From an optimization exercise on the open Yosys and OpenROAD flow, aimed at small area; shortcuts taken in it are not production practice.
Only simulation tests tie the RTL to the original design; equivalence was not proved.
Power figures rest on the tool's default switching activity, not on a simulated workload. The flow treats the clock pin as an ideal source, which a real chip does not have.

`flow/config.mk`:
```
export PLATFORM = sky130hd
export DESIGN_NAME = cl_shell_top
export DESIGN_NICKNAME = cl_shell_top
export VERILOG_FILES = /design/flow/design.v
export SDC_FILE = /design/flow/constraint.sdc
export NUM_CORES = 4
export LEC_CHECK = 0
export CAP_MARGIN = 20
export CORE_MARGIN = 2
export CORE_UTILIZATION = 35
export SLEW_MARGIN = 20
```
`flow/constraint.sdc`:
```
create_clock -name core_clock -period 5.0 [get_ports {clk_main_a0}]
set_input_delay 1.0000 -clock core_clock [delete_from_list [all_inputs] [get_ports {clk_main_a0}]]
set_output_delay 1.0000 -clock core_clock [all_outputs]
set_load 0.01 [all_outputs]
```
`flow/design.v`:
```
package shell_glue_pkg;
   localparam int NUM_DDR   = 4;       
   localparam int DDR_A_BIT = 0;
   localparam int DDR_B_BIT = 1;
   localparam int DDR_C_BIT = 2;       
   localparam int DDR_D_BIT = 3;
   localparam int NUM_STAT_CH      = 3;
   localparam int STAT_PIPE_STAGES = 8;    
   localparam int RST_PIPE_STAGES  = 4;    
   localparam int STAT_ADDR_W = 8;
   localparam int STAT_DATA_W = 32;
   localparam int STAT_INT_W  = 8;
   localparam int HOST_ID_W = 6;
   localparam int CORE_ID_W = 16;
   localparam int ID_PAD_W  = CORE_ID_W - HOST_ID_W;    
   typedef struct packed {
      logic                   wr;       
      logic                   rd;       
      logic [STAT_ADDR_W-1:0] addr;     
      logic [STAT_DATA_W-1:0] wdata;    
   } stat_req_t;
   typedef struct packed {
      logic                   ack;      
      logic [STAT_INT_W-1:0]  intr;     
      logic [STAT_DATA_W-1:0] rdata;    
   } stat_rsp_t;
   localparam int STAT_REQ_W = 2 + STAT_ADDR_W + STAT_DATA_W;
   localparam int STAT_RSP_W = 1 + STAT_INT_W + STAT_DATA_W;
endpackage
`timescale 1ns/1ps
import shell_glue_pkg::*;
module lib_pipe
#(
   parameter int WIDTH  = 1,                  
   parameter int STAGES = RST_PIPE_STAGES     
)
(
   input  logic             clk_main_a0,
   input  logic             rst_n,
   input  logic [WIDTH-1:0] in_bus,
   output logic [WIDTH-1:0] out_bus
);
   logic [WIDTH-1:0] pipe_q [STAGES];    
   always_ff @(posedge clk_main_a0 or negedge rst_n)
   begin
      if (!rst_n)
      begin
         for (int i = 0; i < STAGES; i++)
         begin
            pipe_q[i] <= '0;              
         end
      end
      else
      begin
         pipe_q[0] <= in_bus;
         for (int i = 1; i < STAGES; i++)
         begin
            pipe_q[i] <= pipe_q[i-1];     
         end
      end
   end
   assign out_bus = pipe_q[STAGES-1];
endmodule
`timescale 1ns/1ps
import shell_glue_pkg::*;
module rst_sync_tree
(
   input  logic clk_main_a0,
   input  logic sync_rst_n,      
   output logic local_rst_n,     
   output logic ddr_rst_n,       
   output logic core_rst_n       
);
   logic pre_sync_rst_n;         
   always_ff @(posedge clk_main_a0 or negedge sync_rst_n)
   begin
      if (!sync_rst_n)
      begin
         pre_sync_rst_n <= 1'b0;
         local_rst_n    <= 1'b0;
      end
      else
      begin
         pre_sync_rst_n <= 1'b1;
         local_rst_n    <= pre_sync_rst_n;
      end
   end
   lib_pipe #(
      .WIDTH  (1),
      .STAGES (RST_PIPE_STAGES)
   ) ddr_rst_pipe (
      .clk_main_a0 (clk_main_a0),
      .rst_n       (local_rst_n),
      .in_bus      (local_rst_n),
      .out_bus     (ddr_rst_n)
   );
   lib_pipe #(
      .WIDTH  (1),
      .STAGES (RST_PIPE_STAGES)
   ) core_rst_pipe (
      .clk_main_a0 (clk_main_a0),
      .rst_n       (local_rst_n),
      .in_bus      (local_rst_n),
      .out_bus     (core_rst_n)
   );
endmodule
`timescale 1ns/1ps
import shell_glue_pkg::*;
module flr_ready_monitor
(
   input  logic                   clk_main_a0,
   input  logic                   local_rst_n,
   input  logic                   flr_assert,      
   output logic                   flr_done,        
   input  logic [NUM_STAT_CH-1:0] ctrl_ready,      
   input  logic                   ddr_c_ready,     
   output logic [NUM_DDR-1:0]     ddr_ready
);
   logic flr_assert_q;       
   logic ddr_c_ready_q;      
   always_ff @(posedge clk_main_a0 or negedge local_rst_n)
   begin
      if (!local_rst_n)
      begin
         flr_assert_q <= 1'b0;
         flr_done     <= 1'b0;
      end
      else
      begin
         flr_assert_q <= flr_assert;
         flr_done     <= flr_assert_q && !flr_done;
      end
   end
   always_ff @(posedge clk_main_a0 or negedge local_rst_n)
   begin
      if (!local_rst_n)
         ddr_c_ready_q <= 1'b0;
      else
         ddr_c_ready_q <= ddr_c_ready;     
   end
   assign ddr_ready[DDR_A_BIT] = ctrl_ready[0];
   assign ddr_ready[DDR_B_BIT] = ctrl_ready[1];
   assign ddr_ready[DDR_C_BIT] = ddr_c_ready_q;
   assign ddr_ready[DDR_D_BIT] = ctrl_ready[2];
endmodule
`timescale 1ns/1ps
import shell_glue_pkg::*;
module ddr_stat_bridge
(
   input  logic      clk_main_a0,
   input  logic      local_rst_n,
   input  logic [NUM_STAT_CH*STAT_REQ_W-1:0] stat_req_in,
   output logic [NUM_STAT_CH*STAT_REQ_W-1:0] stat_req_out,
   input  logic [NUM_STAT_CH*STAT_RSP_W-1:0] stat_rsp_in,
   output logic [NUM_STAT_CH*STAT_RSP_W-1:0] stat_rsp_out
);
   localparam int REQ_W = STAT_REQ_W;    
   localparam int RSP_W = STAT_RSP_W;    
   for (genvar ch = 0; ch < NUM_STAT_CH; ch++)
   begin : g_stat_ch
      logic [REQ_W-1:0] req_flat;        
      logic [RSP_W-1:0] rsp_flat;        
      lib_pipe #(
         .WIDTH  (REQ_W),
         .STAGES (STAT_PIPE_STAGES)
      ) req_pipe (
         .clk_main_a0 (clk_main_a0),
         .rst_n       (local_rst_n),
         .in_bus      (stat_req_in[ch*REQ_W +: REQ_W]),
         .out_bus     (req_flat)
      );
      lib_pipe #(
         .WIDTH  (RSP_W),
         .STAGES (STAT_PIPE_STAGES)
      ) rsp_pipe (
         .clk_main_a0 (clk_main_a0),
         .rst_n       (local_rst_n),
         .in_bus      (stat_rsp_in[ch*RSP_W +: RSP_W]),
         .out_bus     (rsp_flat)
      );
      assign stat_req_out[ch*REQ_W +: REQ_W] = req_flat;
      assign stat_rsp_out[ch*RSP_W +: RSP_W] = rsp_flat;
   end
endmodule
`timescale 1ns/1ps
import shell_glue_pkg::*;
module cl_shell_top
(
   input  logic                   clk_main_a0,
   input  logic                   sync_rst_n,        
   output logic                   ddr_rst_n,         
   output logic                   core_rst_n,        
   input  logic                   flr_assert,
   output logic                   flr_done,
   input  logic [NUM_STAT_CH-1:0] ctrl_ready,        
   input  logic                   ddr_c_ready,       
   output logic [NUM_DDR-1:0]     ddr_ready,
   input  logic [NUM_STAT_CH*STAT_REQ_W-1:0] stat_req_in,
   output logic [NUM_STAT_CH*STAT_REQ_W-1:0] stat_req_out,
   input  logic [NUM_STAT_CH*STAT_RSP_W-1:0] stat_rsp_in,
   output logic [NUM_STAT_CH*STAT_RSP_W-1:0] stat_rsp_out,
   input  logic [HOST_ID_W-1:0]   host_awid,
   input  logic [HOST_ID_W-1:0]   host_arid,
   output logic [HOST_ID_W-1:0]   host_bid,
   output logic [HOST_ID_W-1:0]   host_rid,
   output logic [CORE_ID_W-1:0]   core_awid,
   output logic [CORE_ID_W-1:0]   core_arid,
   input  logic [CORE_ID_W-1:0]   core_bid,
   input  logic [CORE_ID_W-1:0]   core_rid
);
   logic local_rst_n;      
   rst_sync_tree rst_tree (
      .clk_main_a0 (clk_main_a0),
      .sync_rst_n  (sync_rst_n),
      .local_rst_n (local_rst_n),
      .ddr_rst_n   (ddr_rst_n),
      .core_rst_n  (core_rst_n)
   );
   flr_ready_monitor status_mon (
      .clk_main_a0 (clk_main_a0),
      .local_rst_n (local_rst_n),
      .flr_assert  (flr_assert),
      .flr_done    (flr_done),
      .ctrl_ready  (ctrl_ready),
      .ddr_c_ready (ddr_c_ready),
      .ddr_ready   (ddr_ready)
   );
   ddr_stat_bridge stat_bridge (
      .clk_main_a0  (clk_main_a0),
      .local_rst_n  (local_rst_n),
      .stat_req_in  (stat_req_in),
      .stat_req_out (stat_req_out),
      .stat_rsp_in  (stat_rsp_in),
      .stat_rsp_out (stat_rsp_out)
   );
   assign core_awid = {{ID_PAD_W{1'b0}}, host_awid};
   assign core_arid = {{ID_PAD_W{1'b0}}, host_arid};
   assign host_bid  = core_bid[HOST_ID_W-1:0];
   assign host_rid  = core_rid[HOST_ID_W-1:0];
endmodule
```
`flow/run.sh`:
```
#!/bin/bash
# synth_recipe.tcl (not shown) runs the flow's synth.tcl, then flattens the netlist and writes it again
# the make line also repeats each setting of config.mk as NAME=value (left out here)
make -C /OpenROAD-flow-scripts/flow DESIGN_CONFIG=/design/flow/config.mk WORK_HOME=/design/flow/orfs CLKGATE_MAP_FILE= SYNTH_SCRIPT=/design/flow/synth_recipe.tcl finish
```
==> reports/qor.txt, run 1 <==
Cell internal pwr -> 0.0257 W
Worst-margin pin slew -> 992 ps
Mapped cell area -> 50,500 um2
Vias in the first global route -> 20,635
Final core occ -> 44.9%
CTS tree -> done
Max-slew violations -> 0
Die extent in y -> 384 um
Cells resized by post-CTS repair -> 0
Cell row count -> 139
Worst setup path start -> stat_bridge.g_stat_ch[0].req_pipe.pipe_q[7][12]
Average cell area after synthesis -> 24.6 um2
Die area -> 147,000 um2
Relative slew slack -> 33.8%
Most frequent cells in the layout -> dfrtp_1 (2,000), clkdlybuf4s50_1 (505), clkbuf_16 (192), clkbuf_1 (50), clkbuf_8 (35)
Clock share of power -> 43.8%
Leakage power -> 28.7 nW
Routed vias/inst -> 3.74
Yosys Warn Count -> 8
Max-cap violations -> 0
Core Footprint -> 143,000 um2
Hold path start -> stat_bridge.g_stat_ch[0].rsp_pipe.pipe_q[2][30]
Period Utilization, post-route -> 57.1%
Total iterations of the first detailed-routing run -> 4
Post-CTS Hold Fix Bufs -> 0
Delay-heaviest family, CP -> buffers and inverters
Psw -> 0.00647 W
Reg2reg setup slack -> 2920 ps
Comb pwr share -> 2.6%
Final ANT Viol Nets -> 0
Max VDD drop -> 300 uV
Peak Freq -> 351 MHz
Syn-to-layout area delta -> 27.4%
Reg clk slew, reported paths -> 60 ps
Final net count -> 3,051
Worst EP required -> 4000 ps
Sequential area share after synthesis -> 99.2%
Crit path arrival time -> 1850 ps
Antenna violations before repair -> 18
Clock latency on the worst-skew pair -> 780 ps
DRC Markers -> 0
Share of post-route cells with drive strength above 1 -> 11.3%
Final Hold Fails -> 0
CP Capture Type -> primary output
CTS Root Cell -> clkbuf_16
Hpwl dp -> 46,600 um
Crit start category -> register
Total gr overflow -> 0
Sequential share of power -> 53.7%
Worst Hold Class -> reg -> reg
Crit path max fanout -> 1
Setup violators final -> 0
Minimum clock period -> 2850 ps
IO buf count -> 505
Largest net degree at the start of global routing -> 189
Synth Register Bits -> 2,001
Switching share of power -> 20.1%
Critical Path Max Stage Delay -> 640 ps
RSZ-0062 raised after global routing -> no
Die Wd -> 384 um
Gpl congestion -> 0.740
Most common cell after layout, fill and taps aside -> dfrtp_1
DR iter-0 viols -> 853
Status -> no timing/DRC/antenna violations
First-pass GRT wire length -> 120,000 um
Worst r2r dst -> stat_bridge.g_stat_ch[1].req_pipe.pipe_q[0][4]
Initial Util -> 35.2%
IO Count -> 600
WS Path Type -> reg -> out
Total CTS buffers -> 188
# clock sinks -> 2,001
Yosys cell types -> 4
Worst hold endpoint -> stat_bridge.g_stat_ch[0].rsp_pipe.pipe_q[3][30]
WP depth -> 1
Cells after synthesis -> 2,053
Power Density -> 500 nW/um2
Cells along the critical path -> clkdlybuf4s50_1
Critical Path Slowest Stage Cell -> clkdlybuf4s50_1
Post-CTS Setup Inserts -> 0
Vias -> 17,991
Tot GR Track Use -> 10.8%
WL/cell -> 16.0 um
Clk buf depth -> 3
Worst r2r src -> rst_tree.local_rst_n
WL final -> 76,900 um
Buf/Inv on CP -> 1
TNS Setup -> 0 ps
Max Clock Skew -> 40.8 ps
R2r worst-path depth -> 2
Hold depth -> 0
H-Tree Depth -> 4
==> Yosys cell counts <==
master,instances,share of area [%]
conb_1,2,0.015
dfrtp_1,2001,99
buf_4,49,0.73
nor2b_4,1,0.027
==> per-stage QoR <==
stage | worst slack [ps] | power, W | instances | cell area (um2) | hold slack, ps
after detailed placement | 2750 | 0.0184 | 4464 | 58000 | 335
after global routing | 2060 | 0.0336 | 4808 | 64300 | 330
after global placement | 2800 | 0.0184 | 4464 | 58000 | 331
after floorplan | -14060 | 0.0178 | 2072 | 50500 | 331
final | 2150 | 0.0321 | 4809 | 64300 | 318
after CTS | 2050 | 0.0327 | 4808 | 64300 | 323
==> layout make-up <==
class,instances,area [um2]
sequential,2001,50100
clock inverter,67,823
antenna,1,2.50
tap,1903,2380
multi-input combinational,22,92.6
clock buffer,277,5470
timing repair buffer,538,5440
fill,12007,79000
==> logic make-up after synthesis <==
group	share of synthesized area [%]
buf+inv	0.729
flops	99.2
other cells	0.0149
simple gates	0.0273
==> sequential cells by signal, summed over array words and instances (netlist names) <==
signal / cells
stat_bridge.g_stat_ch.req_pipe.pipe_q: 1008
stat_bridge.g_stat_ch.rsp_pipe.pipe_q: 984
rst_tree.ddr_rst_pipe.pipe_q: 4
rst_tree.local_rst_n: 1
rst_tree.pre_sync_rst_n: 1
status_mon.ddr_c_ready_q: 1
status_mon.flr_assert_q: 1
status_mon.flr_done: 1
==> routing by layer <==
metal / track usage, % / vias up / wire length [um]
met5: 0 / - / 169
met4: 4.53 / 28 / 2360
met3: 4.59 / 195 / 6090
met2: 17.1 / 464 / 38200
met1: 13.1 / 9604 / 30000
li1: - / 7700 / -
==> power by group through the flow <==
| stage | combinational [W] | clock, W | sequential (W) |
|---|---|---|---|
| 3_5_place_dp | 0.000857 | 0 | 0.0176 |
| 5_1_grt | 0.000922 | 0.0153 | 0.0173 |
| 2_1_floorplan | 0.0000429 | 0 | 0.0178 |
| 3_3_place_gp | 0.000841 | 0 | 0.0175 |
| 6_report | 0.000823 | 0.0141 | 0.0173 |
| 4_1_cts | 0.000860 | 0.0146 | 0.0173 |
==> how the worst max path moves through the flow <==
stage / to / slack, ps
after global routing: stat_req_out[12] / 2060
final: stat_req_out[12] / 2150
after floorplan: rst_tree.ddr_rst_pipe.pipe_q[0] / -14060
after detailed placement: stat_bridge.g_stat_ch[1].rsp_pipe.pipe_q[0][2] / 2750
after global placement: stat_bridge.g_stat_ch[0].rsp_pipe.pipe_q[0][29] / 2800
after CTS: stat_req_out[12] / 2050
==> run 2: changes to the inputs <==
--- a/flow/design.v
+++ b/flow/design.v
@@ -36,27 +36,16 @@
 )
 (
    input  logic             clk_main_a0,
-   input  logic             rst_n,
    input  logic [WIDTH-1:0] in_bus,
    output logic [WIDTH-1:0] out_bus
 );
    logic [WIDTH-1:0] pipe_q [STAGES];    
-   always_ff @(posedge clk_main_a0 or negedge rst_n)
-   begin
-      if (!rst_n)
-      begin
-         for (int i = 0; i < STAGES; i++)
-         begin
-            pipe_q[i] <= '0;              
-         end
-      end
-      else
-      begin
-         pipe_q[0] <= in_bus;
-         for (int i = 1; i < STAGES; i++)
-         begin
-            pipe_q[i] <= pipe_q[i-1];     
-         end
+   always_ff @(posedge clk_main_a0)
+   begin
+      pipe_q[0] <= in_bus;
+      for (int i = 1; i < STAGES; i++)
+      begin
+         pipe_q[i] <= pipe_q[i-1];     
       end
    end
    assign out_bus = pipe_q[STAGES-1];
@@ -69,9 +58,11 @@
    input  logic sync_rst_n,      
    output logic local_rst_n,     
    output logic ddr_rst_n,       
-   output logic core_rst_n       
+   output logic core_rst_n,      
+   output logic stat_ok          
 );
    logic pre_sync_rst_n;         
+   logic [STAT_PIPE_STAGES-1:0] rel_q;    
    always_ff @(posedge clk_main_a0 or negedge sync_rst_n)
    begin
       if (!sync_rst_n)
@@ -85,24 +76,16 @@
          local_rst_n    <= pre_sync_rst_n;
       end
    end
-   lib_pipe #(
-      .WIDTH  (1),
-      .STAGES (RST_PIPE_STAGES)
-   ) ddr_rst_pipe (
-      .clk_main_a0 (clk_main_a0),
-      .rst_n       (local_rst_n),
-      .in_bus      (local_rst_n),
-      .out_bus     (ddr_rst_n)
-   );
-   lib_pipe #(
-      .WIDTH  (1),
-      .STAGES (RST_PIPE_STAGES)
-   ) core_rst_pipe (
-      .clk_main_a0 (clk_main_a0),
-      .rst_n       (local_rst_n),
-      .in_bus      (local_rst_n),
-      .out_bus     (core_rst_n)
-   );
+   always_ff @(posedge clk_main_a0 or negedge sync_rst_n)
+   begin
+      if (!sync_rst_n)
+         rel_q <= '0;
+      else
+         rel_q <= {rel_q[STAT_PIPE_STAGES-2:0], local_rst_n};
+   end
+   assign ddr_rst_n  = rel_q[RST_PIPE_STAGES-1];
+   assign core_rst_n = rel_q[RST_PIPE_STAGES-1];
+   assign stat_ok    = rel_q[STAT_PIPE_STAGES-1];
 endmodule
 `timescale 1ns/1ps
 import shell_glue_pkg::*;
@@ -148,7 +131,7 @@
 module ddr_stat_bridge
 (
    input  logic      clk_main_a0,
-   input  logic      local_rst_n,
+   input  logic      stat_ok,
    input  logic [NUM_STAT_CH*STAT_REQ_W-1:0] stat_req_in,
    output logic [NUM_STAT_CH*STAT_REQ_W-1:0] stat_req_out,
    input  logic [NUM_STAT_CH*STAT_RSP_W-1:0] stat_rsp_in,
@@ -156,6 +139,8 @@
 );
    localparam int REQ_W = STAT_REQ_W;    
    localparam int RSP_W = STAT_RSP_W;    
+   localparam int REQ_PAY_W = STAT_ADDR_W + STAT_DATA_W;    
+   localparam int RSP_PAY_W = STAT_DATA_W;                  
    for (genvar ch = 0; ch < NUM_STAT_CH; ch++)
    begin : g_stat_ch
       logic [REQ_W-1:0] req_flat;        
@@ -165,7 +150,6 @@
          .STAGES (STAT_PIPE_STAGES)
       ) req_pipe (
          .clk_main_a0 (clk_main_a0),
-         .rst_n       (local_rst_n),
          .in_bus      (stat_req_in[ch*REQ_W +: REQ_W]),
          .out_bus     (req_flat)
       );
@@ -174,12 +158,15 @@
          .STAGES (STAT_PIPE_STAGES)
       ) rsp_pipe (
          .clk_main_a0 (clk_main_a0),
-         .rst_n       (local_rst_n),
          .in_bus      (stat_rsp_in[ch*RSP_W +: RSP_W]),
          .out_bus     (rsp_flat)
       );
-      assign stat_req_out[ch*REQ_W +: REQ_W] = req_flat;
-      assign stat_rsp_out[ch*RSP_W +: RSP_W] = rsp_flat;
+      assign stat_req_out[ch*REQ_W + REQ_PAY_W +: 2] =
+         req_flat[REQ_PAY_W +: 2] & {2{stat_ok}};
+      assign stat_req_out[ch*REQ_W +: REQ_PAY_W] = req_flat[REQ_PAY_W-1:0];
+      assign stat_rsp_out[ch*RSP_W + RSP_PAY_W +: RSP_W-RSP_PAY_W] =
+         rsp_flat[RSP_PAY_W +: RSP_W-RSP_PAY_W] & {(RSP_W-RSP_PAY_W){stat_ok}};
+      assign stat_rsp_out[ch*RSP_W +: RSP_PAY_W] = rsp_flat[RSP_PAY_W-1:0];
    end
 endmodule
 `timescale 1ns/1ps
@@ -209,12 +196,14 @@
    input  logic [CORE_ID_W-1:0]   core_rid
 );
    logic local_rst_n;      
+   logic stat_ok;          
    rst_sync_tree rst_tree (
       .clk_main_a0 (clk_main_a0),
       .sync_rst_n  (sync_rst_n),
       .local_rst_n (local_rst_n),
       .ddr_rst_n   (ddr_rst_n),
-      .core_rst_n  (core_rst_n)
+      .core_rst_n  (core_rst_n),
+      .stat_ok     (stat_ok)
    );
    flr_ready_monitor status_mon (
       .clk_main_a0 (clk_main_a0),
@@ -227,7 +216,7 @@
    );
    ddr_stat_bridge stat_bridge (
       .clk_main_a0  (clk_main_a0),
-      .local_rst_n  (local_rst_n),
+      .stat_ok      (stat_ok),
       .stat_req_in  (stat_req_in),
       .stat_req_out (stat_req_out),
       .stat_rsp_in  (stat_rsp_in),
==> flow/flow/run.sh (new file) <==
#!/bin/bash
# Standard ORFS layout with a smaller port buffer and a leaner clock tree.
# make's full output goes to make.log; each ORFS step logs under orfs/logs.
set -o pipefail
bash standard.sh BUFFER_PORTS_ARGS='-buffer_cell sky130_fd_sc_hd__buf_1' CTS_ARGS='-sink_clustering_enable -repair_clock_nets -dont_use_dummy_load -buf_list {sky130_fd_sc_hd__clkbuf_8 sky130_fd_sc_hd__clkbuf_16} -sink_clustering_size 30 -sink_clustering_max_diameter 100' finish > make.log 2>&1
==> flow/standard.sh (new file) <==
#!/bin/bash
# synth_recipe.tcl (not shown) runs the flow's synth.tcl, then flattens the netlist and writes it again
# the make line also repeats each setting of config.mk as NAME=value (left out here)
make -C /OpenROAD-flow-scripts/flow DESIGN_CONFIG=/design/flow/config.mk WORK_HOME=/design/flow/orfs CLKGATE_MAP_FILE= SYNTH_SCRIPT=/design/flow/synth_recipe.tcl "${@:-finish}"
removed: flow/run.sh
==> run 2 against run 1 <==
Net effect: non-clock buffer count fell by 33; synthesized cell count rose by 12%; fmax fell by 4.7%; sequential power barely moved; count of clock-buffer cells in the layout fell by 194; via count fell by 20%; critical path type unchanged; largest cell class unchanged; highest routed layer unchanged.
==> reports/qor.txt, run 2 <==
Yosys cell types -> 7 (was 4)
Sequential area share after synthesis -> 94.7% (was 99.2%)
Async set or reset register ratio after synthesis -> 0.648% (was 100%)
Post-synthesis mux area share -> 0% (unchanged)
Largest regs -> stat_bridge.g_stat_ch.req_pipe.pipe_q x1008, stat_bridge.g_stat_ch.rsp_pipe.pipe_q x984, rst_tree.rel_q x8 (was stat_bridge.g_stat_ch.req_pipe.pipe_q x1008, stat_bridge.g_stat_ch.rsp_pipe.pipe_q x984, rst_tree.ddr_rst_pipe.pipe_q x4)
Primary FF master, synth -> dfxtp_1 (was dfrtp_1)
Multi-input logic area -> 333 um2 (was 92.6 um2)
CP Capture Type -> primary output (unchanged)
Cell row count -> 127 (was 139)
Number of synthesized flops with an enable pin -> 0 (unchanged)
Power Density -> 527 nW/um2 (was 500 nW/um2)
DP Cell Count -> 4,177 (was 4,464)
Top cells by count, synth -> dfxtp_1 (1,992), buf_4 (265), and2_2 (33) (was dfrtp_1 (2,001), buf_4 (49), conb_1 (2))
Vias -> 14,339 (was 17,991)
CTS tree -> done (unchanged)
Core Footprint -> 120,000 um2 (was 143,000 um2)
Share of post-route cells with drive strength above 1 -> 4.38% (was 11.3%)
Post-Synth Adder-Cell Area -> 0% (unchanged)
Largest family of logic cells by synthesized area -> buffers and inverters (unchanged)
TNS Setup -> 0 ps (unchanged)
Total iterations of the first detailed-routing run -> 4 (unchanged)
Most frequent cells in the layout -> dfxtp_1 (1,992), buf_1 (505), clkbuf_16 (83), and2_2 (33), conb_1 (21) (was dfrtp_1 (2,000), clkdlybuf4s50_1 (505), clkbuf_16 (192), clkbuf_1 (50), clkbuf_8 (35))
Leakage power -> 18.8 nW (was 28.7 nW)
Reg clk slew, reported paths -> 100 ps (was 60 ps)
Crit path arrival time -> 1990 ps (was 1850 ps)
Max-cap violations -> 0 (unchanged)
Top cells by area, synth -> dfxtp_1 (94%), buf_4 (4.7%), dfrtp_1 (0.77%), and2_2 (0.58%), clkbuf_2 (0.035%) (was dfrtp_1 (99%), buf_4 (0.73%), nor2b_4 (0.027%), conb_1 (0.015%))
Max-slew violations -> 0 (unchanged)
Clock latency on the worst-skew pair -> 660 ps (was 780 ps)
Psw -> 0.00461 W (was 0.00647 W)
Hpwl dp -> 32,500 um (was 46,600 um)
Worst-margin pin slew -> 806 ps (was 992 ps)
R2r worst-path depth -> 1 (was 2)
DR iter-0 viols -> 561 (was 853)
Most frequent cell after synthesis -> dfxtp_1 (was dfrtp_1)
Top reg by flops -> stat_bridge.g_stat_ch.req_pipe.pipe_q (unchanged)
Cell internal pwr -> 0.0199 W (was 0.0257 W)
Worst setup path start -> rst_tree.rel_q[7] (was stat_bridge.g_stat_ch[0].req_pipe.pipe_q[7][12])
Finished Layout Cells -> 4,263 (was 4,809)
Synth Register Bits -> 2,005 (was 2,001)
Total CTS buffers -> 83 (was 188)
Fill count -> 11,107 (was 12,007)
Dominant cell type by area after synthesis -> dfxtp_1 (was dfrtp_1)
Total gr overflow -> 0 (unchanged)
Largest net degree at the start of global routing -> 34 (was 189)
Period Utilization, post-route -> 59.9% (was 57.1%)
Final Hold Fails -> 0 (unchanged)
Final ANT Viol Nets -> 0 (unchanged)
Worst r2r src -> status_mon.flr_assert_q (was rst_tree.local_rst_n)
Post-CTS Hold Fix Bufs -> 0 (unchanged)
Clk buf depth -> 3 (unchanged)
GR peak layer -> met2 (unchanged)
Setup violators final -> 0 (unchanged)
Post-route setup slack -> 2010 ps (was 2150 ps)
Synth Area in XOR/XNOR -> 0% (unchanged)
Max VDD drop -> 381 uV (was 300 uV)
Worst r2r dst -> status_mon.flr_done (was stat_bridge.g_stat_ch[1].req_pipe.pipe_q[0][4])
WL/cell -> 11.7 um (was 16.0 um)
H-Tree Depth -> 3 (was 4)
Switching share of power -> 18.8% (was 20.1%)
Clock share of power -> 29.6% (was 43.8%)
Pre-CTS setup slack -> 2640 ps (was 2750 ps)
Die Wd -> 352 um (was 384 um)
Simple-gate share of the synthesized area -> 0.598% (was 0.0273%)
Sequential share of power -> 69.3% (was 53.7%)
Cells after synthesis -> 2,309 (was 2,053)
WL final -> 49,700 um (was 76,900 um)
Gpl congestion -> 0.711 (was 0.740)
Vias in the first global route -> 13,592 (was 20,635)
IO Count -> 600 (unchanged)
Max Clock Skew -> 75.2 ps (was 40.8 ps)
Die area -> 124,000 um2 (was 147,000 um2)
Routed vias/inst -> 3.36 (was 3.74)
Status -> no timing/DRC/antenna violations (unchanged)
Worst Hold Class -> reg -> async (was reg -> reg)
Cells resized by post-CTS repair -> 0 (unchanged)
Crit start category -> register (unchanged)
Area share of the largest cell type after synthesis -> 93.9% (was 99.2%)
Comb pwr share -> 1.0% (was 2.6%)
WS Path Type -> reg -> out (unchanged)
Met3 global-route usage -> 2.77% (was 4.59%)
Worst EP required -> 4000 ps (about the same)
DRC Markers -> 0 (unchanged)
Relative slew slack -> 46.3% (was 33.8%)
Mapped cell area -> 42,500 um2 (was 50,500 um2)
Post-CTS Setup Inserts -> 0 (unchanged)
Tot GR Track Use -> 7.77% (was 10.8%)
# clock sinks -> 2,005 (was 2,001)
Die extent in y -> 352 um (was 384 um)
RSZ-0062 raised after global routing -> no (unchanged)
Most common cell after layout, fill and taps aside -> dfxtp_1 (was dfrtp_1)
Final net count -> 2,950 (was 3,051)
Number of flip-flops in the largest register -> 1,008 (unchanged)
Yosys Warn Count -> 6 (was 8)
IO buf count -> 505 (unchanged)
Register area -> 40,200 um2 (was 50,100 um2)
Synth Area in Compound Gates -> 0% (unchanged)
First-pass GRT wire length -> 73,600 um (was 120,000 um)
Met2 Track Usage GR -> 13.6% (was 17.1%)
Average cell area after synthesis -> 18.4 um2 (was 24.6 um2)
Minimum clock period -> 2990 ps (was 2850 ps)
Initial Util -> 35.4% (was 35.2%)
Reg2reg setup slack -> 4420 ps (was 2920 ps)
M1 GR Usage -> 8.29% (was 13.1%)
Crit path max fanout -> 33 (was 1)
Peak Freq -> 334 MHz (was 351 MHz)
Syn-to-layout area delta -> 9.57% (was 27.4%)
Antenna violations before repair -> 7 (was 18)
CTS Root Cell -> clkbuf_16 (unchanged)
run 2: cells by family (layout without fill, tap and decap cells):
| kind of cell | count (synthesis) | count (layout) |
|---|---|---|
| DFF | 2005 | 2005 |
| other | 2 | 24 |
| buffers and inverters | 268 | 588 |
| and+or+nand+nor | 34 | 34 |
run 2: per-layer routing:
metal | vias to the layer above | routed length [um]
met1 | 6497 | 19900
met5 | - | 27
met2 | 337 | 24500
met4 | 6 | 2170
met3 | 135 | 3140
li1 | 7364 | -
run 2: worst max path at each step:
stage | to | cells past startpoint
6_report | stat_rsp_out[32] | 2
5_1_grt | stat_rsp_out[32] | 2
4_1_cts | stat_rsp_out[32] | 2
3_5_place_dp | stat_rsp_out[32] | 2
3_3_place_gp | stat_req_out[125] | 2
2_1_floorplan | core_arid[0] | 1
run 2: metrics by stage:
step / power [W] / hold WS, ps / area, um2 / utilization [%]
after CTS: 0.0249 / 62.0 / 46500 / 38.7
after detailed placement: 0.0176 / 50.9 / 44400 / 37.0
after global routing: 0.0256 / 76.3 / 46500 / 38.7
final: 0.0245 / 58.8 / 46500 / 38.7
after floorplan: 0.0175 / 34.1 / 42500 / -
after global placement: 0.0176 / 45.0 / 44400 / 37.0
run 2: area by class of cell:
cell class                 count  area share, %
multi-input combinational     55          0.715
sequential                  2005           86.4
clock buffer                  83           4.46
antenna                        3         0.0161
timing repair buffer         505           4.07
tap                         1612           4.33
run 2: worst max-delay path, cell delays in order (launching register included):
cell	delay, ps
dfrtp_1	870
and2_2	280
buf_1	160
run 2: power by group through the flow:
stage	combinational, W	sequential [W]	clock [W]
2_1_floorplan	0.000241	0.0173	0
4_1_cts	0.000258	0.0170	0.00767
3_5_place_dp	0.000256	0.0174	0
6_report	0.000248	0.0170	0.00727
5_1_grt	0.000270	0.0171	0.00821
3_3_place_gp	0.000255	0.0173	0
==> run 3: changes to the inputs <==
--- a/flow/config.mk
+++ b/flow/config.mk
@@ -7,5 +7,5 @@
 export LEC_CHECK = 0
 export CAP_MARGIN = 20
 export CORE_MARGIN = 2
-export CORE_UTILIZATION = 35
+export CORE_UTILIZATION = 60
 export SLEW_MARGIN = 20
==> run 3 against run 2 <==
Net effect: still clean; global-route usage up 5.9 points; critical path type unchanged; die area fell by 41%; cell count is 16% lower; total power shrank 1.5%; hold slack worse by 2.0 ps; synthesized cell count is the same; highest routed layer unchanged; core utilization grew 26 points; critical endpoint is now stat_rsp_out[116]; sequential power about the same; combinational power is essentially flat; via count rose by 0.39%.
==> reports/qor.txt, run 3 <==
# clock sinks -> 2,005 (unchanged)
Top reg by flops -> stat_bridge.g_stat_ch.req_pipe.pipe_q (unchanged)
Synth Area in Compound Gates -> 0% (unchanged)
Share of post-route cells with drive strength above 1 -> 4.13% (was 4.38%)
H-Tree Depth -> 3 (unchanged)
Cell row count -> 97 (was 127)
Max Clock Skew -> 29.0 ps (was 75.2 ps)
Vias in the first global route -> 14,024 (was 13,592)
Worst EP required -> 4000 ps (about the same)
Final Total Pwr -> 0.0242 W (was 0.0245 W)
Total iterations of the first detailed-routing run -> 4 (unchanged)
WL/cell -> 14.3 um (was 11.7 um)
Post-CTS Setup Inserts -> 0 (unchanged)
Cells after synthesis -> 2,309 (unchanged)
Async set or reset register ratio after synthesis -> 0.648% (unchanged)
TNS Setup -> 0 ps (unchanged)
Hpwl dp -> 35,100 um (was 32,500 um)
Cells resized by post-CTS repair -> 0 (unchanged)
Post-Synth Adder-Cell Area -> 0% (unchanged)
Final Hold Fails -> 0 (unchanged)
Tot GR Track Use -> 13.7% (was 7.77%)
Average cell area after synthesis -> 18.4 um2 (unchanged)
Sequential area share after synthesis -> 94.7% (unchanged)
RSZ-0062 raised after global routing -> no (unchanged)
IO Count -> 600 (unchanged)
Placed standard-cell area -> 43,600 um2 (was 44,400 um2)
CTS tree -> done (unchanged)
Largest net degree at the start of global routing -> 34 (unchanged)
DRC Markers -> 0 (unchanged)
CTS Root Cell -> clkbuf_16 (unchanged)
Peak Freq -> 329 MHz (was 334 MHz)
Synth Register Bits -> 2,005 (unchanged)
Leakage power -> 18.7 nW (was 18.8 nW)
Top cells by count, synth -> dfxtp_1 (1,992), buf_4 (265), and2_2 (33) (unchanged)
Clock latency on the worst-skew pair -> 630 ps (was 660 ps)
Primary FF master, synth -> dfxtp_1 (unchanged)
Clk buf depth -> 3 (unchanged)
Final core occ -> 65.0% (was 38.7%)
Power Density -> 530 nW/um2 (was 527 nW/um2)
Setup violators final -> 0 (unchanged)
Design area -> 45,500 um2 (was 46,500 um2)
CP Capture Type -> primary output (unchanged)
Post-Route M1 WL -> 19,900 um (about the same)
Gpl congestion -> 0.769 (was 0.711)
Area share of the largest cell type after synthesis -> 93.9% (unchanged)
Core Footprint -> 70,000 um2 (was 120,000 um2)
Synth Area in XOR/XNOR -> 0% (unchanged)
Total gr overflow -> 0 (unchanged)
Number of flip-flops in the largest register -> 1,008 (unchanged)
Post-CTS Hold Fix Bufs -> 0 (unchanged)
Post-synthesis mux area share -> 0% (unchanged)
Yosys cell types -> 7 (unchanged)
Die extent in y -> 270 um (was 352 um)
Max VDD drop -> 341 uV (was 381 uV)
Routed vias/inst -> 4.01 (was 3.36)
Syn-to-layout area delta -> 7.22% (was 9.57%)
Simple-gate share of the synthesized area -> 0.598% (unchanged)
Reg clk slew, reported paths -> 100 ps (about the same)
Max-cap violations -> 0 (unchanged)
Crit path arrival time -> 2040 ps (was 1990 ps)
Die Wd -> 270 um (was 352 um)
Reg2reg setup slack -> 4410 ps (was 4420 ps)
Met2 WL -> 25,400 um (was 24,500 um)
Most frequent cell after synthesis -> dfxtp_1 (unchanged)
Largest family of logic cells by synthesized area -> buffers and inverters (unchanged)
Crit start category -> register (unchanged)
Crit path max fanout -> 33 (unchanged)
IO buf count -> 505 (unchanged)
Yosys Warn Count -> 6 (unchanged)
Dominant cell type by area after synthesis -> dfxtp_1 (unchanged)
Worst Hold Class -> reg -> async (unchanged)
Antenna violations before repair -> 19 (was 7)
WS Path Type -> reg -> out (unchanged)
Mapped cell area -> 42,500 um2 (unchanged)
Vias -> 14,395 (was 14,339)
Status -> no timing/DRC/antenna violations (unchanged)
Number of synthesized flops with an enable pin -> 0 (unchanged)
Die area -> 72,900 um2 (was 124,000 um2)
Top cells by area, synth -> dfxtp_1 (94%), buf_4 (4.7%), dfrtp_1 (0.77%), and2_2 (0.58%), clkbuf_2 (0.035%) (unchanged)
WL final -> 51,200 um (was 49,700 um)
Max-slew violations -> 0 (unchanged)
Final net count -> 2,943 (was 2,950)
Worst-margin pin slew -> 901 ps (was 806 ps)
Period Utilization, post-route -> 60.8% (was 59.9%)
Total CTS buffers -> 76 (was 83)
Initial Util -> 60.6% (was 35.4%)
Final ANT Viol Nets -> 0 (unchanged)
Largest regs -> stat_bridge.g_stat_ch.req_pipe.pipe_q x1008, stat_bridge.g_stat_ch.rsp_pipe.pipe_q x984, rst_tree.rel_q x8 (unchanged)
Met3 WL post-DR -> 3720 um (was 3140 um)
Relative slew slack -> 39.9% (was 46.3%)
Max layer used -> met5 (unchanged)
DR iter-0 viols -> 607 (was 561)
Most frequent cells in the layout -> dfxtp_1 (1,992), buf_1 (505), clkbuf_16 (76), and2_2 (33), conb_1 (21) (was dfxtp_1 (1,992), buf_1 (505), clkbuf_16 (83), and2_2 (33), conb_1 (21))
First-pass GRT wire length -> 74,900 um (was 73,600 um)
Most common cell after layout, fill and taps aside -> dfxtp_1 (unchanged)
Minimum clock period -> 3040 ps (was 2990 ps)
Fill count -> 5,015 (was 11,107)
## run 3: worst paths after layout
| kind | cells past startpoint | startpoint | endpoint |
|---|---|---|---|
| setup / recovery | 2 | rst_tree.rel_q[7] | stat_rsp_out[116] |
| hold / removal | 0 | rst_tree.local_rst_n | status_mon.flr_done |
| setup reg to reg | 1 | status_mon.flr_assert_q | status_mon.flr_done |
| hold reg to reg | 0 | rst_tree.local_rst_n | status_mon.flr_done |
| max in group asynchronous | 1 | sync_rst_n | rst_tree.rel_q[7] |
| min in group core_clock | 0 | stat_bridge.g_stat_ch[1].req_pipe.pipe_q[2][30] | stat_bridge.g_stat_ch[1].req_pipe.pipe_q[3][30] |
## run 3: area by class of cell
cell class	count	area (um2)	area share [%]
timing repair buffer	505	1900	4.16
multi-input combinational	55	333	0.731
sequential	2005	40200	88.3
clock buffer	76	1900	4.18
antenna	10	25.0	0.0550
tap	940	1180	2.58
## run 3: per-layer routing
layer	vias up	GRT usage, %
li1	7353	-
met5	-	0
met2	346	23.8
met4	18	6.62
met3	139	5.09
met1	6539	14.6
## run 3: power by group
group,total [W],switching (W),internal (W)
clock,0.00689,0.00414,0.00275
sequential,0.0170,0.000194,0.0168
combinational,0.000247,0.000153,0.0000944
total,0.0242,0.00449,0.0197
## run 3: worst max-delay path, stage by stage, from the launching register on
cell and delay [ps]:
dfrtp_1 940, and2_2 290, buf_1 170
## run 3: cell families (layout without fill, tap and decap cells)
kind of cell,count (synthesis),after routing
buffers and inverters,268,581
flip-flops,2005,2005
other,2,31
AND/OR/NAND/NOR,34,34
## run 3: stage by stage
stage	instances	worst slack, ps	hold WS (ps)
floorplan	2328	2880	34.1
detailed placement	3505	2580	55.0
CTS	3581	1860	62.6
global route	3591	1750	74.8
finish	3591	1960	56.8
global placement	3505	2670	45.4
==> run 4: changes to the inputs <==
--- a/flow/config.mk
+++ b/flow/config.mk
@@ -7,5 +7,5 @@
 export LEC_CHECK = 0
 export CAP_MARGIN = 20
 export CORE_MARGIN = 2
-export CORE_UTILIZATION = 60
+export CORE_UTILIZATION = 75
 export SLEW_MARGIN = 20
==> run 4 against run 3 <==
Net effect: flip-flop and latch count did not move; critical path type unchanged; hold slack improved by 29 ps; via count rose by 1.6%.
==> reports/qor.txt, run 4 <==
Leakage power -> 18.7 nW (unchanged)
CTS Root Cell -> clkbuf_16 (unchanged)
Reg clk slew, reported paths -> 100 ps (about the same)
DP Cell Count -> 3,321 (was 3,505)
Cells after synthesis -> 2,309 (unchanged)
Relative slew slack -> 31.1% (was 39.9%)
H-Tree Depth -> 3 (unchanged)
Sequential area share after synthesis -> 94.7% (unchanged)
Multi-input logic area -> 333 um2 (unchanged)
CTS tree -> done (unchanged)
Power Density -> 536 nW/um2 (was 530 nW/um2)
Most common cell after layout, fill and taps aside -> dfxtp_1 (unchanged)
Antenna violations before repair -> 26 (was 19)
Total gr overflow -> 0 (unchanged)
Async set or reset register ratio after synthesis -> 0.648% (unchanged)
Vias -> 14,622 (was 14,395)
Total CTS buffers -> 76 (unchanged)
Post-Synth Adder-Cell Area -> 0% (unchanged)
IO Count -> 600 (unchanged)
Yosys cell types -> 7 (unchanged)
Top reg by flops -> stat_bridge.g_stat_ch.req_pipe.pipe_q (unchanged)
Register area -> 40,200 um2 (unchanged)
Routed vias/inst -> 4.28 (was 4.01)
Cells resized by post-CTS repair -> 0 (unchanged)
Largest net degree at the start of global routing -> 34 (unchanged)
Top cells by count, synth -> dfxtp_1 (1,992), buf_4 (265), and2_2 (33) (unchanged)
Max-cap violations -> 0 (unchanged)
Reg2reg setup slack -> 4390 ps (was 4410 ps)
Die extent in y -> 242 um (was 270 um)
TNS Setup -> 0 ps (unchanged)
Largest family of logic cells by synthesized area -> buffers and inverters (unchanged)
Worst r2r dst -> rst_tree.rel_q[0] (was status_mon.flr_done)
WL/cell -> 17.2 um (was 14.3 um)
Max-slew violations -> 0 (unchanged)
Cell row count -> 87 (was 97)
Most frequent cell after synthesis -> dfxtp_1 (unchanged)
Status -> no timing/DRC/antenna violations (unchanged)
Placed standard-cell area -> 43,400 um2 (was 43,600 um2)
Clk buf depth -> 3 (unchanged)
Crit path max fanout -> 33 (unchanged)
Hpwl dp -> 37,100 um (was 35,100 um)
Design area -> 45,300 um2 (was 45,500 um2)
Share of post-route cells with drive strength above 1 -> 4.13% (unchanged)
Setup violators final -> 0 (unchanged)
WS Path Type -> reg -> out (unchanged)
Clock share of power -> 28.8% (was 28.5%)
Primary FF master, synth -> dfxtp_1 (unchanged)
Sequential share of power -> 70.2% (was 70.4%)
Simple-gate share of the synthesized area -> 0.598% (unchanged)
Minimum clock period -> 3140 ps (was 3040 ps)
Worst EP required -> 4000 ps (about the same)
Area share of the largest cell type after synthesis -> 93.9% (unchanged)
IO buf count -> 505 (unchanged)
Hold Worst Slack -> 86.3 ps (was 56.8 ps)
Finished Layout Cells -> 3,413 (was 3,591)
Final ANT Viol Nets -> 0 (unchanged)
Dominant cell type by area after synthesis -> dfxtp_1 (unchanged)
Total iterations of the first detailed-routing run -> 4 (unchanged)
Vias in the first global route -> 14,785 (was 14,024)
# clock sinks -> 2,005 (unchanged)
Period Utilization, post-route -> 62.8% (was 60.8%)
Peak Freq -> 319 MHz (was 329 MHz)
Post-CTS Setup Inserts -> 0 (unchanged)
R2r worst-path depth -> 0 (was 1)
First-pass GRT wire length -> 82,600 um (was 74,900 um)
Top cells by area, synth -> dfxtp_1 (94%), buf_4 (4.7%), dfrtp_1 (0.77%), and2_2 (0.58%), clkbuf_2 (0.035%) (unchanged)
Synth Register Bits -> 2,005 (unchanged)
Synth Area in XOR/XNOR -> 0% (unchanged)
Switching share of power -> 19.0% (was 18.6%)
Core Footprint -> 56,200 um2 (was 70,000 um2)
Comb pwr share -> 1.1% (was 1.0%)
DR iter-0 viols -> 613 (was 607)
Average cell area after synthesis -> 18.4 um2 (unchanged)
Most frequent cells in the layout -> dfxtp_1 (1,992), buf_1 (505), clkbuf_16 (76), and2_2 (33), conb_1 (21) (unchanged)
Die area -> 58,500 um2 (was 72,900 um2)
CP Capture Type -> primary output (unchanged)
WL final -> 58,700 um (was 51,200 um)
Worst r2r src -> rst_tree.local_rst_n (was status_mon.flr_assert_q)
Psw -> 0.00462 W (was 0.00449 W)
Initial Util -> 75.6% (was 60.6%)
Number of flip-flops in the largest register -> 1,008 (unchanged)
Crit start category -> register (unchanged)
Gpl congestion -> 0.772 (was 0.769)
Synth Area in Compound Gates -> 0% (unchanged)
Final net count -> 2,943 (unchanged)
Worst-margin pin slew -> 1030 ps (was 901 ps)
Die Wd -> 242 um (was 270 um)
Clock latency on the worst-skew pair -> 650 ps (was 630 ps)
Post-CTS Hold Fix Bufs -> 0 (unchanged)
Cell internal pwr -> 0.0197 W (about the same)
Syn-to-layout area delta -> 6.71% (was 7.22%)
Worst Hold Class -> reg -> async (unchanged)
Largest regs -> stat_bridge.g_stat_ch.req_pipe.pipe_q x1008, stat_bridge.g_stat_ch.rsp_pipe.pipe_q x984, rst_tree.rel_q x8 (unchanged)
Tot GR Track Use -> 19.3% (was 13.7%)
Yosys Warn Count -> 6 (unchanged)
RSZ-0062 raised after global routing -> no (unchanged)
Fill count -> 2,825 (was 5,015)
Number of synthesized flops with an enable pin -> 0 (unchanged)
Max VDD drop -> 440 uV (was 341 uV)
DRC Markers -> 0 (unchanged)
Post-synthesis mux area share -> 0% (unchanged)
Final Hold Fails -> 0 (unchanged)
Mapped cell area -> 42,500 um2 (unchanged)
Crit path arrival time -> 2140 ps (was 2040 ps)
Max Clock Skew -> 34.2 ps (was 29.0 ps)
run 4: worst max path at each step:
stage / startpoint / to / slack [ps] / cells after the start
4_1_cts: rst_tree.rel_q[7] / stat_rsp_out[37] / 1750 / 2
2_1_floorplan: host_arid[0] / core_arid[0] / 2880 / 1
3_5_place_dp: rst_tree.rel_q[7] / stat_rsp_out[34] / 2490 / 2
3_3_place_gp: rst_tree.rel_q[7] / stat_req_out[125] / 2580 / 2
5_1_grt: rst_tree.rel_q[7] / stat_rsp_out[37] / 1700 / 2
6_report: rst_tree.rel_q[7] / stat_rsp_out[34] / 1860 / 2
run 4: area by class of cell:
cell class	count	area share (%)
Tap cell	756	2.09
Sequential cell	2005	88.7
Antenna cell	16	0.0883
Timing Repair Buffer	505	4.18
Clock buffer	76	4.20
Multi-Input combinational cell	55	0.734
run 4: stage by stage:
step           total power [W]  utilization, %  setup slack (ps)
2_1_floorplan           0.0175               -              2880
3_3_place_gp            0.0176            77.2              2580
3_5_place_dp            0.0177            77.2              2490
4_1_cts                 0.0244            80.6              1750
5_1_grt                 0.0251            80.7              1700
6_report                0.0243            80.7              1860
run 4: power groups by stage:
stage               registers, W  clock network [W]  logic, W
floorplan                 0.0173                  0  0.000241
detailed placement        0.0174                  0  0.000256
finish                    0.0170            0.00698  0.000255
CTS                       0.0171            0.00710  0.000260
global placement          0.0174                  0  0.000252
global route              0.0171            0.00766  0.000275
run 4: logic make-up after synthesis:
family / count (synthesis)
DFF: 2005
buffers and inverters: 268
and+or+nand+nor: 34
other: 2
run 4: critical path: stages, from the launching register on:
cell,delay [ps]
dfrtp_1,1040
and2_2,290
buf_1,190
run 4: layer usage:
metal | GRT usage, % | share of wire (%) | up-vias
met4 | 8.39 | 3.8 | 18
li1 | - | - | 7359
met5 | 0 | 0.19 | -
met3 | 6.72 | 7.8 | 138
met1 | 21.7 | 39 | 6697
met2 | 33.3 | 50 | 410
==> run 5: changes to the inputs <==
==> flow/flow/run.sh (replaced) <==
#!/bin/bash
# Standard ORFS layout with a smaller port buffer and a leaner clock tree.
# make's full output goes to make.log; each ORFS step logs under orfs/logs.
set -o pipefail
bash standard.sh BUFFER_PORTS_ARGS='-buffer_cell sky130_fd_sc_hd__buf_1' finish > make.log 2>&1
--- a/flow/config.mk
+++ b/flow/config.mk
@@ -7,5 +7,5 @@
 export LEC_CHECK = 0
 export CAP_MARGIN = 20
 export CORE_MARGIN = 2
-export CORE_UTILIZATION = 75
+export CORE_UTILIZATION = 35
 export SLEW_MARGIN = 20
==> run 5 against run 4 <==
Net effect: register-to-register slack improved by 30 ps; synthesized area is the same; first-iteration DRC count fell by 14%; largest cell class unchanged; critical path type unchanged; final area rose by 12%; synthesized cell count did not move; global-route usage is 11 points lower; worst setup slack better by 70 ps; clock power rose by 100%; hold slack got worse by 31 ps; die area is 110% higher; fmax grew 2.3%; largest power group unchanged; sequential power is essentially flat.
==> reports/qor.txt, run 5 <==
# clock sinks -> 2,005 (unchanged)
Power Density -> 617 nW/um2 (was 536 nW/um2)
Hpwl dp -> 32,500 um (was 37,100 um)
Peak Freq -> 326 MHz (was 319 MHz)
Status -> no timing/DRC/antenna violations (unchanged)
Antenna violations before repair -> 7 (was 26)
Top cells by count, synth -> dfxtp_1 (1,992), buf_4 (265), and2_2 (33) (unchanged)
Worst Hold Class -> reg -> async (unchanged)
Tot GR Track Use -> 8.35% (was 19.3%)
Most common cell after layout, fill and taps aside -> dfxtp_1 (unchanged)
Period Utilization, post-route -> 61.3% (was 62.8%)
Worst r2r src -> status_mon.flr_assert_q (was rst_tree.local_rst_n)
Crit path max fanout -> 33 (unchanged)
Average cell area after synthesis -> 18.4 um2 (unchanged)
Dominant cell type by area after synthesis -> dfxtp_1 (unchanged)
Sequential area share after synthesis -> 94.7% (unchanged)
Placed standard-cell area -> 44,400 um2 (was 43,400 um2)
Final ANT Viol Nets -> 0 (unchanged)
Clk buf depth -> 3 (unchanged)
Vias -> 15,106 (was 14,622)
Async set or reset register ratio after synthesis -> 0.648% (unchanged)
Vias in the first global route -> 14,905 (was 14,785)
DRC Markers -> 0 (unchanged)
R2r worst-path depth -> 1 (was 0)
Largest family of logic cells by synthesized area -> buffers and inverters (unchanged)
Syn-to-layout area delta -> 19.8% (was 6.71%)
Hold Worst Slack -> 55.2 ps (was 86.3 ps)
Synth Area in Compound Gates -> 0% (unchanged)
Post-CTS Hold Fix Bufs -> 0 (unchanged)
Reg2reg setup slack -> 4420 ps (was 4390 ps)
Routed vias/inst -> 3.35 (was 4.28)
Post-Synth Adder-Cell Area -> 0% (unchanged)
Largest net degree at the start of global routing -> 34 (unchanged)
Sequential share of power -> 54.2% (was 70.2%)
Die Wd -> 352 um (was 242 um)
WS Path Type -> reg -> out (unchanged)
Number of flip-flops in the largest register -> 1,008 (unchanged)
Core Footprint -> 120,000 um2 (was 56,200 um2)
Crit path arrival time -> 2070 ps (was 2140 ps)
CP Capture Type -> primary output (unchanged)
Most frequent cell after synthesis -> dfxtp_1 (unchanged)
CTS Root Cell -> clkbuf_16 (unchanged)
Total iterations of the first detailed-routing run -> 4 (unchanged)
Yosys cell types -> 7 (unchanged)
Max-slew violations -> 0 (unchanged)
Die extent in y -> 352 um (was 242 um)
Worst EP required -> 4000 ps (about the same)
Cell internal pwr -> 0.0253 W (was 0.0197 W)
DR iter-0 viols -> 528 (was 613)
Largest regs -> stat_bridge.g_stat_ch.req_pipe.pipe_q x1008, stat_bridge.g_stat_ch.rsp_pipe.pipe_q x984, rst_tree.rel_q x8 (unchanged)
Cells resized by post-CTS repair -> 0 (unchanged)
Share of post-route cells with drive strength above 1 -> 11.7% (was 4.13%)
Cell row count -> 127 (was 87)
Reg clk slew, reported paths -> 60 ps (was 100 ps)
Fill count -> 10,682 (was 2,825)
Most frequent cells in the layout -> dfxtp_1 (1,992), buf_1 (505), clkbuf_16 (184), clkbuf_8 (34), and2_2 (33) (was dfxtp_1 (1,992), buf_1 (505), clkbuf_16 (76), and2_2 (33), conb_1 (21))
Post-synthesis mux area share -> 0% (unchanged)
Clock latency on the worst-skew pair -> 750 ps (was 650 ps)
Setup violators final -> 0 (unchanged)
Primary FF master, synth -> dfxtp_1 (unchanged)
Area share of the largest cell type after synthesis -> 93.9% (unchanged)
Number of synthesized flops with an enable pin -> 0 (unchanged)
Worst r2r dst -> status_mon.flr_done (was rst_tree.rel_q[0])
Comb pwr share -> 0.8% (was 1.1%)
Psw -> 0.00605 W (was 0.00462 W)
Final Hold Fails -> 0 (unchanged)
Die area -> 124,000 um2 (was 58,500 um2)
Clock share of power -> 45.0% (was 28.8%)
Max Clock Skew -> 22.1 ps (was 34.2 ps)
Yosys Warn Count -> 6 (unchanged)
Top cells by area, synth -> dfxtp_1 (94%), buf_4 (4.7%), dfrtp_1 (0.77%), and2_2 (0.58%), clkbuf_2 (0.035%) (unchanged)
WL/cell -> 11.6 um (was 17.2 um)
Top reg by flops -> stat_bridge.g_stat_ch.req_pipe.pipe_q (unchanged)
Crit start category -> register (unchanged)
RSZ-0062 raised after global routing -> no (unchanged)
Cells after synthesis -> 2,309 (unchanged)
IO Count -> 600 (unchanged)
Worst-margin pin slew -> 795 ps (was 1030 ps)
Max-cap violations -> 0 (unchanged)
Total CTS buffers -> 179 (was 76)
WL final -> 52,400 um (was 58,700 um)
CTS tree -> done (unchanged)
Post-CTS Setup Inserts -> 0 (unchanged)
First-pass GRT wire length -> 78,700 um (was 82,600 um)
Minimum clock period -> 3070 ps (was 3140 ps)
Worst setup path start -> rst_tree.rel_q[7] (unchanged)
Leakage power -> 20.8 nW (was 18.7 nW)
Initial Util -> 35.4% (was 75.6%)
Design area -> 50,900 um2 (was 45,300 um2)
Simple-gate share of the synthesized area -> 0.598% (unchanged)
Setup crit end -> stat_rsp_out[32] (was stat_rsp_out[34])
H-Tree Depth -> 4 (was 3)
Gpl congestion -> 0.711 (was 0.772)
Final core occ -> 42.3% (was 80.7%)
Synth Register Bits -> 2,005 (unchanged)
IO buf count -> 505 (unchanged)
Final net count -> 3,046 (was 2,943)
Max VDD drop -> 390 uV (was 440 uV)
Switching share of power -> 19.3% (was 19.0%)
Total gr overflow -> 0 (unchanged)
Mapped cell area -> 42,500 um2 (unchanged)
Synth Area in XOR/XNOR -> 0% (unchanged)
TNS Setup -> 0 ps (unchanged)
Relative slew slack -> 47.0% (was 31.1%)
## run 5: critical path, stage by stage, from the launching register on
cell and delay [ps]:
dfrtp_1 850, and2_2 280, buf_1 160
## run 5: worst min path at each step
stage | from | to | slack, ps | cells past startpoint
global placement | rst_tree.local_rst_n | status_mon.flr_done | 50 | 0
finish | rst_tree.local_rst_n | status_mon.ddr_c_ready_q | 60 | 0
floorplan | rst_tree.local_rst_n | status_mon.ddr_c_ready_q | 30 | 0
CTS | rst_tree.local_rst_n | status_mon.ddr_c_ready_q | 60 | 0
detailed placement | rst_tree.local_rst_n | status_mon.flr_assert_q | 50 | 0
global route | rst_tree.local_rst_n | status_mon.flr_assert_q | 70 | 0
## run 5: logic make-up after synthesis
kind of cell,count (synthesis)
other,2
and+or+nand+nor,34
buffers and inverters,268
DFF,2005
## run 5: metal layers
layer | GRT usage (%) | vias up | part of all wire [%]
met5 | 0 | - | 0.052
met4 | 5.03 | 6 | 4.0
met3 | 3.66 | 154 | 7.1
met2 | 14.3 | 428 | 50
met1 | 8.39 | 6801 | 39
li1 | - | 7717 | -
## run 5: power by group through the flow
stage | logic [W] | registers, W | clock network [W]
floorplan | 0.000241 | 0.0173 | 0
global placement | 0.000255 | 0.0173 | 0
detailed placement | 0.000256 | 0.0174 | 0
CTS | 0.000258 | 0.0170 | 0.0146
global route | 0.000271 | 0.0171 | 0.0153
finish | 0.000248 | 0.0170 | 0.0141
## run 5: per-stage QoR
stage | cells | total power, W | setup slack (ps)
6_report | 4509 | 0.0314 | 1930
5_1_grt | 4508 | 0.0326 | 1670
4_1_cts | 4505 | 0.0319 | 1770
3_5_place_dp | 4177 | 0.0176 | 2640
3_3_place_gp | 4177 | 0.0176 | 2720
2_1_floorplan | 2328 | 0.0175 | 2880
## run 5: final cells by class
| cell class | count | area (um2) | share of cell area, % |
|---|---|---|---|
| Clock buffer | 240 | 5150 | 10.1 |
| Tap cell | 1612 | 2020 | 3.97 |
| Sequential cell | 2005 | 40200 | 79.0 |
| Clock inverter | 88 | 1240 | 2.45 |
| Antenna cell | 4 | 10.0 | 0.0197 |
| Multi-Input combinational cell | 55 | 333 | 0.654 |
| Timing Repair Buffer | 505 | 1900 | 3.73 |
==> run 6: changes to the inputs <==
==> flow/run.sh (new file) <==
#!/bin/bash
# synth_recipe.tcl (not shown) runs the flow's synth.tcl, then flattens the netlist and writes it again
# the make line also repeats each setting of config.mk as NAME=value (left out here)
make -C /OpenROAD-flow-scripts/flow DESIGN_CONFIG=/design/flow/config.mk WORK_HOME=/design/flow/orfs CLKGATE_MAP_FILE= SYNTH_SCRIPT=/design/flow/synth_recipe.tcl finish
removed: flow/flow/run.sh
removed: flow/standard.sh
==> run 6 against run 5 <==
Net effect: final area increased by 6.1%; non-clock buffer count unchanged; sequential share of layout area decreased by 4.5 points; first-iteration DRC count increased by 13%; hold slack got worse by 3.2 ps; clock skew increased by 1.8 ps; sequential power about the same; flip-flop and latch count unchanged; core utilization increased by 2.6 points; synthesized area unchanged; clock power about the same; total power increased by 0.30%.
==> reports/qor.txt, run 6 <==
Status -> no timing/DRC/antenna violations (unchanged)
Share of post-route cells with drive strength above 1 -> 11.5% (was 11.7%)
Final net count -> 3,050 (was 3,046)
Post-route setup slack -> 1560 ps (was 1930 ps)
M1 GR Usage -> 7.95% (was 8.39%)
Vias -> 15,251 (was 15,106)
Synth Register Bits -> 2,005 (unchanged)
Max-slew violations -> 0 (unchanged)
Routed vias/inst -> 3.37 (was 3.35)
GR peak layer -> met2 (unchanged)
Final Hold Fails -> 0 (unchanged)
Final ANT Viol Nets -> 0 (unchanged)
Sequential area share after synthesis -> 94.7% (unchanged)
Total gr overflow -> 0 (unchanged)
Yosys Warn Count -> 6 (unchanged)
Relative slew slack -> 48.9% (was 47.0%)
Crit path arrival time -> 2440 ps (was 2070 ps)
Syn-to-layout area delta -> 27.0% (was 19.8%)
CTS Root Cell -> clkbuf_16 (unchanged)
Most frequent cells in the layout -> dfxtp_1 (1,992), clkdlybuf4s50_1 (505), clkbuf_16 (187), clkbuf_1 (41), clkinv_2 (36) (was dfxtp_1 (1,992), buf_1 (505), clkbuf_16 (184), clkbuf_8 (34), and2_2 (33))
First-pass GRT wire length -> 80,200 um (was 78,700 um)
Peak Freq -> 291 MHz (was 326 MHz)
Post-CTS Setup Inserts -> 0 (unchanged)
Mapped cell area -> 42,500 um2 (unchanged)
Max Clock Skew -> 23.8 ps (was 22.1 ps)
Reg clk slew, reported paths -> 60 ps (about the same)
Max VDD drop -> 362 uV (was 390 uV)
Top cells by count, synth -> dfxtp_1 (1,992), buf_4 (265), and2_2 (33) (unchanged)
Buf/Inv on CP -> 1 (unchanged)
Max-cap violations -> 0 (unchanged)
Power Density -> 584 nW/um2 (was 617 nW/um2)
Worst-margin pin slew -> 766 ps (was 795 ps)
DRC Markers -> 0 (unchanged)
Largest net degree at the start of global routing -> 34 (unchanged)
Number of flip-flops in the largest register -> 1,008 (unchanged)
H-Tree Depth -> 4 (unchanged)
Crit start category -> register (unchanged)
Met2 Track Usage GR -> 14.9% (was 14.3%)
Vias in the first global route -> 14,773 (was 14,905)
Top cells by area, synth -> dfxtp_1 (94%), buf_4 (4.7%), dfrtp_1 (0.77%), and2_2 (0.58%), clkbuf_2 (0.035%) (unchanged)
Leakage power -> 22.2 nW (was 20.8 nW)
Die Wd -> 352 um (unchanged)
Top reg by flops -> stat_bridge.g_stat_ch.req_pipe.pipe_q (unchanged)
Setup violators final -> 0 (unchanged)
Number of synthesized flops with an enable pin -> 0 (unchanged)
WL/cell -> 11.9 um (was 11.6 um)
Cells along the critical path -> and2_2 > clkdlybuf4s50_1 (was and2_2 > buf_1)
Primary FF master, synth -> dfxtp_1 (unchanged)
Most common cell after layout, fill and taps aside -> dfxtp_1 (unchanged)
Core Footprint -> 120,000 um2 (unchanged)
Finished Layout Cells -> 4,521 (was 4,509)
CP Capture Type -> primary output (unchanged)
Critical Path Max Stage Delay -> 830 ps (was 850 ps)
Period Utilization, post-route -> 68.8% (was 61.3%)
Hpwl dp -> 33,700 um (was 32,500 um)
Worst r2r src -> status_mon.flr_assert_q (unchanged)
WL final -> 53,900 um (was 52,400 um)
Worst EP required -> 4000 ps (about the same)
Dominant cell type by area after synthesis -> dfxtp_1 (unchanged)
R2r worst-path depth -> 1 (unchanged)
Most frequent cell after synthesis -> dfxtp_1 (unchanged)
Area share of the largest cell type after synthesis -> 93.9% (unchanged)
Crit path max fanout -> 33 (unchanged)
Die extent in y -> 352 um (unchanged)
Total iterations of the first detailed-routing run -> 4 (unchanged)
IO Count -> 600 (unchanged)
Async set or reset register ratio after synthesis -> 0.648% (unchanged)
TNS Setup -> 0 ps (unchanged)
Delay-heaviest family, CP -> flip-flops (unchanged)
IO buf count -> 505 (unchanged)
Initial Util -> 35.4% (unchanged)
Tot GR Track Use -> 8.66% (was 8.35%)
Cells after synthesis -> 2,309 (unchanged)
Cell row count -> 127 (unchanged)
Total CTS buffers -> 183 (was 179)
Clk buf depth -> 3 (unchanged)
Minimum clock period -> 3440 ps (was 3070 ps)
Pre-CTS setup slack -> 2280 ps (was 2640 ps)
Yosys cell types -> 7 (unchanged)
Worst r2r dst -> status_mon.flr_done (unchanged)
Clock latency on the worst-skew pair -> 780 ps (was 750 ps)
DR iter-0 viols -> 597 (was 528)
Cells resized by post-CTS repair -> 0 (unchanged)
Antenna violations before repair -> 13 (was 7)
DP Cell Count -> 4,177 (unchanged)
Die area -> 124,000 um2 (unchanged)
WS Path Type -> reg -> out (unchanged)
RSZ-0062 raised after global routing -> no (unchanged)
Average cell area after synthesis -> 18.4 um2 (unchanged)
Gpl congestion -> 0.707 (was 0.711)
Largest regs -> stat_bridge.g_stat_ch.req_pipe.pipe_q x1008, stat_bridge.g_stat_ch.rsp_pipe.pipe_q x984, rst_tree.rel_q x8 (unchanged)
Post-CTS Hold Fix Bufs -> 0 (unchanged)
Met3 global-route usage -> 4.66% (was 3.66%)
Critical Path Slowest Stage Cell -> dfrtp_1 (unchanged)
CTS tree -> done (unchanged)
# clock sinks -> 2,005 (unchanged)
Worst Hold Class -> reg -> async (unchanged)
Reg2reg setup slack -> 4410 ps (was 4420 ps)
==> run 6: cell counts after synthesis <==
No cell type changed its count.
==> run 6: cell type report <==
| class | count | area, um2 |
|---|---|---|
| antenna | 3 | 7.51 |
| multi-input combinational | 55 | 333 |
| timing repair buffer | 505 | 5050 |
| clock inverter | 84 | 1090 |
| clock buffer | 257 | 5230 |
| sequential | 2005 | 40200 |
| tap | 1612 | 2020 |
| fill | 10427 | 66200 |
==> run 6: how the worst max path moves through the flow <==
stage	from	end	slack, ps	depth (start not counted)
after floorplan	host_arid[0]	core_arid[0]	2880	1
after global placement	rst_tree.rel_q[7]	stat_rsp_out[116]	2320	2
after detailed placement	rst_tree.rel_q[7]	stat_rsp_out[81]	2280	2
after CTS	rst_tree.rel_q[7]	stat_rsp_out[81]	1380	2
after global routing	rst_tree.rel_q[7]	stat_rsp_out[81]	1330	2
final	rst_tree.rel_q[7]	stat_rsp_out[122]	1560	2
==> run 6: kinds of logic after synthesis <==
kind of cell / synth area share, %
buf+inv: 4.72
other cells: 0.0177
simple gates: 0.598
flops: 94.7
==> run 6: power by group <==
part	internal [W]	leakage (nW)	total [W]	switching, W
logic	0.000352	2.15	0.000509	0.000157
clock network	0.00819	3.11	0.0140	0.00578
registers	0.0168	17.0	0.0170	0.000175
==> run 6: metal layers <==
layer | up-vias | part of all wire (%)
li1 | 7732 | -
met1 | 6896 | 36
met2 | 429 | 50
met3 | 174 | 9.2
met4 | 20 | 4.0
met5 | - | 0.23
==> run 6: per-stage QoR <==
stage / power (W) / hold WS (ps) / cell area (um2) / utilization [%]
floorplan: 0.0175 / 34.1 / 42500 / -
global placement: 0.0179 / 51.4 / 47600 / 39.6
detailed placement: 0.0179 / 45.5 / 47600 / 39.6
CTS: 0.0320 / 56.9 / 53900 / 44.9
global route: 0.0328 / 73.5 / 53900 / 44.9
finish: 0.0315 / 52.0 / 53900 / 44.9

## static timing again, ports no longer ideal
The flow's constraints put no driver on any port. The routed layouts listed below were extracted and timed again, unchanged, in two steps.
Step 1 assumes that a clkbuf_16 drives the clock port and a buf_2 every other input.
Step 2 times the ports against the registers' clock, not the clock port: input delays grow and output delays shrink by t, the midpoint of the rising clock arrivals with the driver on.
Slacks: ideal / step 1 / step 2; pairs: ideal / step 1.
| run | t, ns | setup WS [ns] | worst data-port slew with drivers (ns) |
|---|---|---|---|
| run 1 | 0.837 | 2.147 / 2.073 / 2.909 | 0.12 |
| run 2 | 0.693 | 2.006 / 1.941 / 2.634 | 0.14 |
| run 3 | 0.683 | 1.960 / 1.896 / 2.580 | 0.11 |
| run 4 | 0.682 | 1.862 / 1.804 / 2.486 | 0.12 |
| run 5 | 0.811 | 1.933 / 1.866 / 2.677 | 0.14 |
| run 6 | 0.831 | 1.561 / 1.498 / 2.329 | 0.16 |
After both steps setup and hold are still met in every run listed.
